Source: an optimization exercise on an open RTL-to-GDS flow (aim: a short achievable clock period and few clock cycles). Production flows keep margins and buffers that such runs may drop.
Only the layout flow was run in this run; the RTL was not checked for function there.
Power and IR drop assume default switching activity.

**flow/config.mk**
```make
export PLATFORM = sky130hd
export DESIGN_NAME = p_cache
export DESIGN_NICKNAME = p_cache
export VERILOG_FILES = /design/flow/design.v
export SDC_FILE = /design/flow/constraint.sdc
export NUM_CORES = 4
export LEC_CHECK = 0
export ABC_CLOCK_PERIOD_IN_PS = 3000
export CAP_MARGIN = 20
export CELL_PAD_IN_SITES_DETAIL_PLACEMENT = 1
export CELL_PAD_IN_SITES_GLOBAL_PLACEMENT = 2
export CORE_MARGIN = 2
export CORE_UTILIZATION = 40
export PLACE_DENSITY = 0.6
export SLEW_MARGIN = 20
```
**flow/constraint.sdc**
```tcl
create_clock -name core_clock -period 11.0 [get_ports {clk}]
set_input_delay 2.2000 -clock core_clock [delete_from_list [all_inputs] [get_ports {clk}]]
set_output_delay 2.2000 -clock core_clock [all_outputs]
set_load 0.01 [all_outputs]
```
**flow/design.v**
```verilog
package pcache_pkg;
    localparam int unsigned ADDR_W         = 32;
    localparam int unsigned DATA_W         = 16;
    localparam int unsigned LINES_DEF      = 32;
    localparam int unsigned LINE_WORDS_DEF = 8;
    localparam int unsigned INDEX_W_DEF    = $clog2(LINES_DEF);
    localparam int unsigned OFFSET_W_DEF   = $clog2(LINE_WORDS_DEF);
    localparam int unsigned TAG_W_DEF      = ADDR_W - INDEX_W_DEF - OFFSET_W_DEF;
    localparam logic [31:0] STAT_MAX       = 32'hFFFF_FFFF;
    typedef enum logic [1:0] {
        IDLE = 2'd0,
        REQ  = 2'd1,
        FILL = 2'd2,
        DONE = 2'd3
    } pcache_state_e;
    function automatic logic [31:0] sat_inc(input logic [31:0] value);
        sat_inc = (value == STAT_MAX) ? value : value + 32'd1;
    endfunction
endpackage
module pcache_data_ram #(
    parameter int unsigned DEPTH = 256,
    parameter int unsigned AW    = 8,
    parameter int unsigned DW    = 16
) (
    input  logic          clk,
    input  logic          we,
    input  logic [AW-1:0] waddr,
    input  logic [DW-1:0] wdata,
    input  logic [AW-1:0] raddr,
    output logic [DW-1:0] rdata
);
    logic [DW-1:0] mem [DEPTH];
    always_ff @(posedge clk) begin
        if (we) begin
            mem[waddr] <= wdata;
        end
        rdata <= mem[raddr];
    end
endmodule
import pcache_pkg::*;
module p_cache #(
    parameter int unsigned LINES      = LINES_DEF,
    parameter int unsigned LINE_WORDS = LINE_WORDS_DEF
) (
    input  logic        clk,
    input  logic        rst_n,
    input  logic [31:0] prg_address,
    input  logic        flush,
    output logic [15:0] instruction,
    output logic        p_cache_miss,
    output logic        mem_req,
    output logic [31:0] mem_addr,
    input  logic        mem_ack,
    input  logic        mem_valid,
    input  logic [15:0] mem_data
);
    localparam int unsigned INDEX_W  = $clog2(LINES);
    localparam int unsigned OFFSET_W = $clog2(LINE_WORDS);
    localparam int unsigned TAG_W    = ADDR_W - INDEX_W - OFFSET_W;
    localparam int unsigned LINE_W   = ADDR_W - OFFSET_W;
    localparam logic [OFFSET_W-1:0] LAST_BEAT = OFFSET_W'(LINE_WORDS - 1);
    typedef logic [LINE_WORDS-1:0][DATA_W-1:0] line_t;
    line_t [LINES-1:0]           dat_q;
    logic  [LINES-1:0][TAG_W-1:0] tag_q;
    logic  [LINES-1:0]            valid_q;
    logic                  first_q;   
    logic                  dlvr_q;    
    logic                  slow_q;    
    logic [DATA_W-1:0]     instr_q;   
    logic [ADDR_W-1:0]     a_q;       
    logic                  req_q;     
    logic                  wb_q;      
    logic                  ack_q;     
    logic                  fa_q;      
    logic                  done_q;    
    logic [LINE_W-1:0]     fl_q;      
    logic [OFFSET_W-1:0]   bc_q;      
    logic [LINE_WORDS-1:0] mask_q;    
    logic                  bv1_q;     
    logic [OFFSET_W-1:0]   bo1_q;     
    logic [DATA_W-1:0]     bd1_q;     
    line_t                 c0d_q, c1d_q;
    logic [TAG_W-1:0]      c0t_q, c1t_q;
    logic                  c0v_q, c1v_q;
    logic                  cs_q;      
    logic [INDEX_W-1:0]  a_idx, k1, k2, f_idx;
    logic [OFFSET_W-1:0] a_off;
    assign a_idx = a_q[OFFSET_W +: INDEX_W];
    assign a_off = a_q[OFFSET_W-1:0];
    assign k1    = a_idx + INDEX_W'(1);
    assign k2    = a_idx + INDEX_W'(2);
    assign f_idx = fl_q[INDEX_W-1:0];
    logic accept, ack, beat, last_beat, dlv;
    assign accept    = first_q || dlvr_q;
    assign ack       = req_q && mem_ack;
    assign beat      = fa_q && mem_valid;
    assign last_beat = beat && (bc_q == LAST_BEAT);
    assign dlv       = wb_q && mem_valid && (bc_q == a_off);
    logic [INDEX_W-1:0]  n_idx;
    logic [OFFSET_W-1:0] n_off;
    logic [TAG_W-1:0]    n_tag;
    logic n_in0, n_in1, n_arr_hit, n_lmf, n_lm, n_beat, n_b1, n_lastok, n_avail;
    logic n_fh, n_fsrc, n_tc, n_hit, n_wait, n_slow, n_req;
    logic [DATA_W-1:0] n_data;
    assign n_idx = prg_address[OFFSET_W +: INDEX_W];
    assign n_off = prg_address[OFFSET_W-1:0];
    assign n_tag = prg_address[ADDR_W-1 -: TAG_W];
    logic n_s0, n_s1;
    assign n_in0     = (n_idx == a_idx);
    assign n_in1     = (n_idx == k1);
    assign n_s0      = n_in0 && !cs_q;
    assign n_s1      = n_in1 && !cs_q;
    assign n_arr_hit = !flush && ((n_s0 && c0v_q && (c0t_q == n_tag)) ||
                                  (n_s1 && c1v_q && (c1t_q == n_tag)));
    assign n_lmf  = (fl_q == prg_address[ADDR_W-1:OFFSET_W]);
    assign n_lm   = (fa_q || done_q) && n_lmf;
    assign n_beat = fa_q && mem_valid && (bc_q == n_off);
    assign n_b1   = bv1_q && (bo1_q == n_off);
    assign n_lastok = fa_q ? (!(mem_valid && (bc_q == LAST_BEAT)) ||
                              ((&mask_q[LINE_WORDS-2:0]) && !flush))
                           : !flush;
    assign n_avail = mask_q[n_off] && !flush;
    assign n_fh    = n_lm && n_lastok && (n_avail || n_beat);
    assign n_fsrc  = n_beat || n_b1 || n_s0 || n_s1;
    assign n_tc    = fa_q && n_lmf && ((n_off > bc_q) || ((n_off == bc_q) && !mem_valid));
    assign n_hit  = n_arr_hit || (n_fh && n_fsrc);
    assign n_wait = !n_hit && n_tc;
    assign n_slow = first_q || (!n_hit && !n_wait &&
                    ((!n_s0 && !n_s1 && !n_lm) || (n_fh && !n_fsrc)));
    assign n_req  = !n_hit && !n_wait && !n_slow;
    always_comb begin
        if (n_lm && n_beat)                   n_data = mem_data;
        else if (n_lm && n_b1 && !n_arr_hit)  n_data = bd1_q;
        else if (n_s0)                        n_data = c0d_q[n_off];
        else                                  n_data = c1d_q[n_off];
    end
    logic s_arr_hit, s_lm, s_beat, s_fh, s_tc, s_hit;
    logic [DATA_W-1:0] s_data;
    assign s_arr_hit = valid_q[a_idx] && (tag_q[a_idx] == a_q[ADDR_W-1 -: TAG_W]) && !flush;
    assign s_lm      = fa_q && (fl_q == a_q[ADDR_W-1:OFFSET_W]);
    assign s_beat    = mem_valid && (bc_q == a_off);
    assign s_fh      = s_lm && ((mask_q[a_off] && !flush) || s_beat);
    assign s_tc      = s_lm && ((a_off > bc_q) || ((a_off == bc_q) && !mem_valid));
    assign s_hit     = s_arr_hit || s_fh;
    assign s_data    = (s_lm && s_beat) ? mem_data : dat_q[a_idx][a_off];
    assign p_cache_miss = !dlvr_q;
    assign instruction  = instr_q;
    assign mem_req      = req_q;
    assign mem_addr     = {a_q[ADDR_W-1:OFFSET_W], {OFFSET_W{1'b0}}};
    always_ff @(posedge clk) begin
        if (accept)      instr_q <= n_data;
        else if (slow_q) instr_q <= s_data;
        else             instr_q <= mem_data;
    end
    always_ff @(posedge clk or negedge rst_n) begin
        if (!rst_n) begin
            first_q <= 1'b1;
            dlvr_q  <= 1'b0;
            slow_q  <= 1'b0;
            req_q   <= 1'b0;
            wb_q    <= 1'b0;
            ack_q   <= 1'b0;
            fa_q    <= 1'b0;
            done_q  <= 1'b0;
            bc_q    <= '0;
            mask_q  <= '0;
            bv1_q   <= 1'b0;
            c0v_q   <= 1'b0;
            c1v_q   <= 1'b0;
            cs_q    <= 1'b0;
        end else begin
            cs_q    <= accept && !n_in0 && !n_in1;
            first_q <= 1'b0;
            dlvr_q  <= (accept && n_hit) || (slow_q && s_hit) || dlv;
            slow_q  <= accept && n_slow;
            req_q   <= (accept && n_req) || (slow_q && !s_hit && !s_tc) ||
                       (req_q && !mem_ack);
            wb_q    <= (accept && n_wait) || (slow_q && !s_hit && s_tc) || ack ||
                       (wb_q && !dlv);
            ack_q   <= ack;
            done_q  <= last_beat && (&mask_q[LINE_WORDS-2:0]) && !flush && !ack;
            bv1_q   <= beat;
            if (ack) begin
                fa_q   <= 1'b1;
                bc_q   <= '0;
                mask_q <= '0;
            end else begin
                if (last_beat) fa_q <= 1'b0;
                if (beat) bc_q <= bc_q + OFFSET_W'(1);
                mask_q <= (flush ? '0 : mask_q) |
                          (beat ? (LINE_WORDS'(1) << bc_q) : '0);
            end
            if (accept && n_in1 && !n_in0) begin
                c0v_q <= valid_q[k1] && !flush;
                c1v_q <= valid_q[k2] && !flush;
            end else begin
                c0v_q <= valid_q[a_idx] && !flush && !ack;
                c1v_q <= valid_q[k1] && !flush;
            end
        end
    end
    always_ff @(posedge clk) begin
        if (accept) a_q <= prg_address;
        if (ack) fl_q <= a_q[ADDR_W-1:OFFSET_W];
        bo1_q <= bc_q;
        bd1_q <= mem_data;
        if (accept && n_in1 && !n_in0) begin
            c0d_q <= dat_q[k1];
            c0t_q <= tag_q[k1];
            c1d_q <= dat_q[k2];
            c1t_q <= tag_q[k2];
        end else begin
            c0d_q <= dat_q[a_idx];
            c0t_q <= tag_q[a_idx];
            c1d_q <= dat_q[k1];
            c1t_q <= tag_q[k1];
        end
    end
    always_ff @(posedge clk or negedge rst_n) begin
        if (!rst_n) begin
            valid_q <= '0;
        end else if (flush) begin
            valid_q <= '0;
        end else begin
            for (int i = 0; i < LINES; i++) begin
                if (ack && (a_idx == INDEX_W'(i)))
                    valid_q[i] <= 1'b0;
                else if (last_beat && (f_idx == INDEX_W'(i)) && (&mask_q[LINE_WORDS-2:0]))
                    valid_q[i] <= 1'b1;
            end
        end
    end
    always_ff @(posedge clk) begin
        for (int i = 0; i < LINES; i++) begin
            if (ack_q && (a_idx == INDEX_W'(i)))
                tag_q[i] <= a_q[ADDR_W-1 -: TAG_W];
        end
    end
    always_ff @(posedge clk) begin
        for (int i = 0; i < LINES; i++) begin
            for (int w = 0; w < LINE_WORDS; w++) begin
                if (fa_q && (f_idx == INDEX_W'(i)) && (bc_q == OFFSET_W'(w)))
                    dat_q[i][w] <= mem_data;
            end
        end
    end
endmodule
```
**flow/flow/run.sh**
```bash
#!/bin/bash
# Own flow: the standard layout, with timing repair asked to reach a
# larger setup slack than the default of zero, so that the achieved period
# shrinks. Everything else (synthesis, constraints, steps) is standard.
set -euo pipefail
bash standard.sh SETUP_SLACK_MARGIN=8 finish > standard_finish.log 2>&1
```
**flow/standard.sh**
```bash
#!/bin/bash
# synth_recipe.tcl (not shown) runs the flow's synth.tcl, then flattens the netlist and writes it again
# the make line also repeats each setting of config.mk as NAME=value (left out here)
make -C /OpenROAD-flow-scripts/flow DESIGN_CONFIG=/design/flow/config.mk WORK_HOME=/design/flow/orfs CLKGATE_MAP_FILE= SYNTH_SCRIPT=/design/flow/synth_recipe.tcl "${@:-finish}"
```
==> results_dict.tcl <==
set metrics [dict create \
    status "no timing/DRC/antenna violations" \
    critical-path-slowest-cell "edfxtp_1" \
    rsz0062_at_grt "true" \
    setup_viol 0 \
    multi_input_area_sq_um 32800 \
    min_path_type "register to register" \
    yosys.area.top_type "edfxtp_1" \
    synth_ff_type "edfxtp_1" \
    cp-end-kind "register" \
    worstHoldPathCells 1 \
    dr.pass1.iters 5 \
    worst_pin_slew_ns 1.13 \
    total_leakage_power_nw 28.5 \
    worstRegToRegCells 15 \
    ys_types 73 \
    reg2reg_to "req_q" \
    crit_path_start_kind "register" \
    peakVddDrop_mv 0.171 \
    crit_path_max_incr_delay_ns 0.42 \
    vias_per_cell 7.26 \
    drive_gt1_frac 0.467 \
    cap_violations 0 \
    drv_slew 0 \
    async_flop_share 0.0444 \
    fmaxAchievable_ghz 0.255 \
    ios 103 \
    fin_crit_sh 0.357 \
    cts.sinks 1239 \
    gp_congestion 0.879 \
    rr_startpoint "a_q[6]" \
    finalNetCount 4394 \
    critPathMaxFanout 39 \
    hp-start "bd1_q[4]" \
    drt-initial-drc-count 8727 \
    power.density_nw_per_um2 169 \
    htree_num_levels 4 \
    antenna_found_initial 32 \
    drc 0 \
    crit_arrival_ns 4.60 \
    die_area_sq_um 175000 \
    overflow 0 \
    yosys_warnings 3841 \
    grt_use_total 0.358 \
    cts_buffer_depth 3 \
    skew_ns 0.0308 \
    grt_pass1_wl_um 424000 \
    finalHoldViolations 0 \
    die_w_um 418 \
    cts_made_buffers 151 \
    syn2layout_area_growth_pct 24.1 \
    seq_area_sq_um 36000 \
    insertion_delay_ns 0.82 \
    clk_pin_slew_ns 0.06 \
    cpMostUsedCell "buf_12" \
    grt_pass1_vias 47400 \
    io_buffers 99 \
    synth_area_leaders "edfxtp_1, mux4_2, dfxtp_1" \
    syn_area_per_cell_sq_um 17.4 \
    worstSetupPathType "register to register" \
    synth_edf_count 1085 \
    layout_common_cells "edfxtp_1, mux4_2, nor2_1" \
    synthCells 3940 \
    period_needed_ns 3.92 \
    cts_tree "built" \
    synth_seq_area_share 0.524 \
    core.rowCount 151 \
    n_fill_cell 15300 \
    core_region_area_sq_um 170000 \
    min_to "instr_q[4]" \
    synth_top_area_share 0.475 \
    dpl_cell_area_sq_um 72600 \
    vias 48500 \
    root_buffer "clkbuf_16" \
    synth-seq-cells 1239 \
    syn_area_sq_um 68600 \
    max_slew_margin 0.244 \
    die_h_um 418 \
    antenna_left 0 \
    wl_per_cell_um 47.3 \
    layout_commonest_cell "edfxtp_1" \
    tns_ns 0 \
    initial_utilization 0.404 \
    wl_um 316000 \
    r2r_slack_ns 7.08 \
    hpwl_um 170000 \
    required_ns 11.68 \
    fin_area_sq_um 85100 \
    holdBufCountCts 0 \
    grt_max_degree 95 \
    crit_chain "buf_12 > buf_12 > buf_12 > nand3b_1 > buf_8 > buf_16 > o221ai_1 > a211oi_2 > a31o_2 > xor2_4 > nand4_1 > nor4_4 > a41oi_4 > buf_12 > a221o_1" \
]
## where the power goes
group | switching, mW | internal [mW] | total, mW
combinational | 2.08 | 1.70 | 3.77
clock | 2.12 | 2.95 | 5.07
sequential | 0.229 | 5.31 | 5.54
total | 4.43 | 9.96 | 14.4
## cells in the mapped netlist, drive strengths merged (4+ instances only)
cell type / n
edfxtp: 1085
mux4: 972
nor2: 278
buf: 207
mux2i: 169
clkbuf: 151
nand2: 117
a21oi: 99
dfxtp: 99
xnor2: 91
and3: 65
xor2: 56
dfrtp: 54
a211oi: 49
nor2b: 43
o21ai: 42
a22oi: 33
a311oi: 32
a22o: 30
nand3: 28
nand4: 28
nor3: 22
o221ai: 22
mux2: 20
nor4: 20
ha: 19
inv: 19
o22ai: 17
nand2b: 9
a31oi: 7
and2: 6
a21o: 5
a211o: 4
## cell families after synthesis
kind of cell,after synthesis,synth area share
multiplexers,1161,0.347
AO/OA/AOI/OAI,363,0.0364
other,1,0.0000547
XOR/XNOR,147,0.0188
buffers and inverters,377,0.0268
adder cells (fa/ha/maj),19,0.00347
flip-flops,1239,0.524
AND/OR/NAND/NOR,633,0.0430
## worst max-delay path: cells and delay by family, from the launching register on
| kind | cells | cell delay (ns) |
|---|---|---|
| buffers and inverters | 6 | 1.10 |
| AO/OA/AOI/OAI | 5 | 1.13 |
| AND/OR/NAND/NOR | 3 | 0.79 |
| flip-flops | 1 | 0.42 |
| XOR/XNOR | 1 | 0.28 |
## sequential cells by signal (all words and copies together), names as in the netlist, 3 cells and up
signal	cells
bc_q	3
dat_q	256
fl_q	29
c0d_q	8
bo1_q	3
valid_q	32
c0t_q	24
instr_q	16
tag_q	768
c1d_q	8
a_q	32
mask_q	8
bd1_q	16
c1t_q	24
## layout make-up
class | instances | area share
inverters | 19 | 0.00126
flip-flops and latches | 1239 | 0.422
clock inverters | 65 | 0.00703
repair buffers | 577 | 0.100
diodes | 8 | 0.000235
well taps | 2218 | 0.0326
multi-input cells | 2334 | 0.385
clock buffers | 215 | 0.0509
## timing repair
item,CTS,global route
endpoints found under the setup margin,1056,469
pin swaps,96,43
buffers inserted,193,54
resized for setup,741,105
cloned,94,8
## routing by layer
layer  GRT usage  vias up  wire length, um
met4       0.124       20            12400
met1       0.512    26400           125000
met2       0.504     3799           135000
li1            -    17600                -
met3       0.130      613            43500
met5           0        -              114
## worst max-delay path by stage
stage	cells past startpoint	to	slack, ns	startpoint
after floorplan	9	instr_q[10]	7.12	prg_address[31]
after global placement	8	instr_q[0]	5.07	prg_address[5]
after detailed placement	8	instr_q[0]	5.01	prg_address[5]
after CTS	3	mem_addr[3]	7.15	a_q[3]
after global routing	15	req_q	7.06	a_q[6]
final	15	req_q	7.08	a_q[6]
## through the flow
stage | setup slack (ns) | hold slack [ns] | power [mW] | util | cells
2_1_floorplan | 7.12 | 0.413 | 7.37 | - | 3943
3_3_place_gp | 5.07 | 0.419 | 8.37 | 0.427 | 6037
3_5_place_dp | 5.01 | 0.427 | 8.40 | 0.428 | 6038
4_1_cts | 7.15 | 0.441 | 14.2 | 0.495 | 6605
5_1_grt | 7.06 | 0.448 | 14.7 | 0.501 | 6669
6_report | 7.08 | 0.442 | 14.4 | 0.501 | 6675

what the ideal ports hide:
No port has a modelled driver above. Below, the same layout with a new extraction and two added sets of constraints. Step 1 sets driving cells, clkbuf_16 on the clock port and buf_2 on the other inputs (assumed; they add their load-dependent delay and slew). Step 2 moves the port delays by t, midway between the first and last clock arrival at a register: inputs arrive t later, outputs are due t later. That takes back most of the time a late clock gives input paths. a / b / c = ideal / step 1 / step 2; a / b = the first two.
t (ns): 0.896
setup slack, ns: 7.076 / 7.076 / 6.545
slew at the worst register clock pin (ns): 0.07 / 0.07
worst slew at a driven data input, ns: 0.06
After both steps setup and hold are still met in this run. For this run, drivers alone change the setup slack by 0.000 ns; drivers and shift together by -0.531 ns.
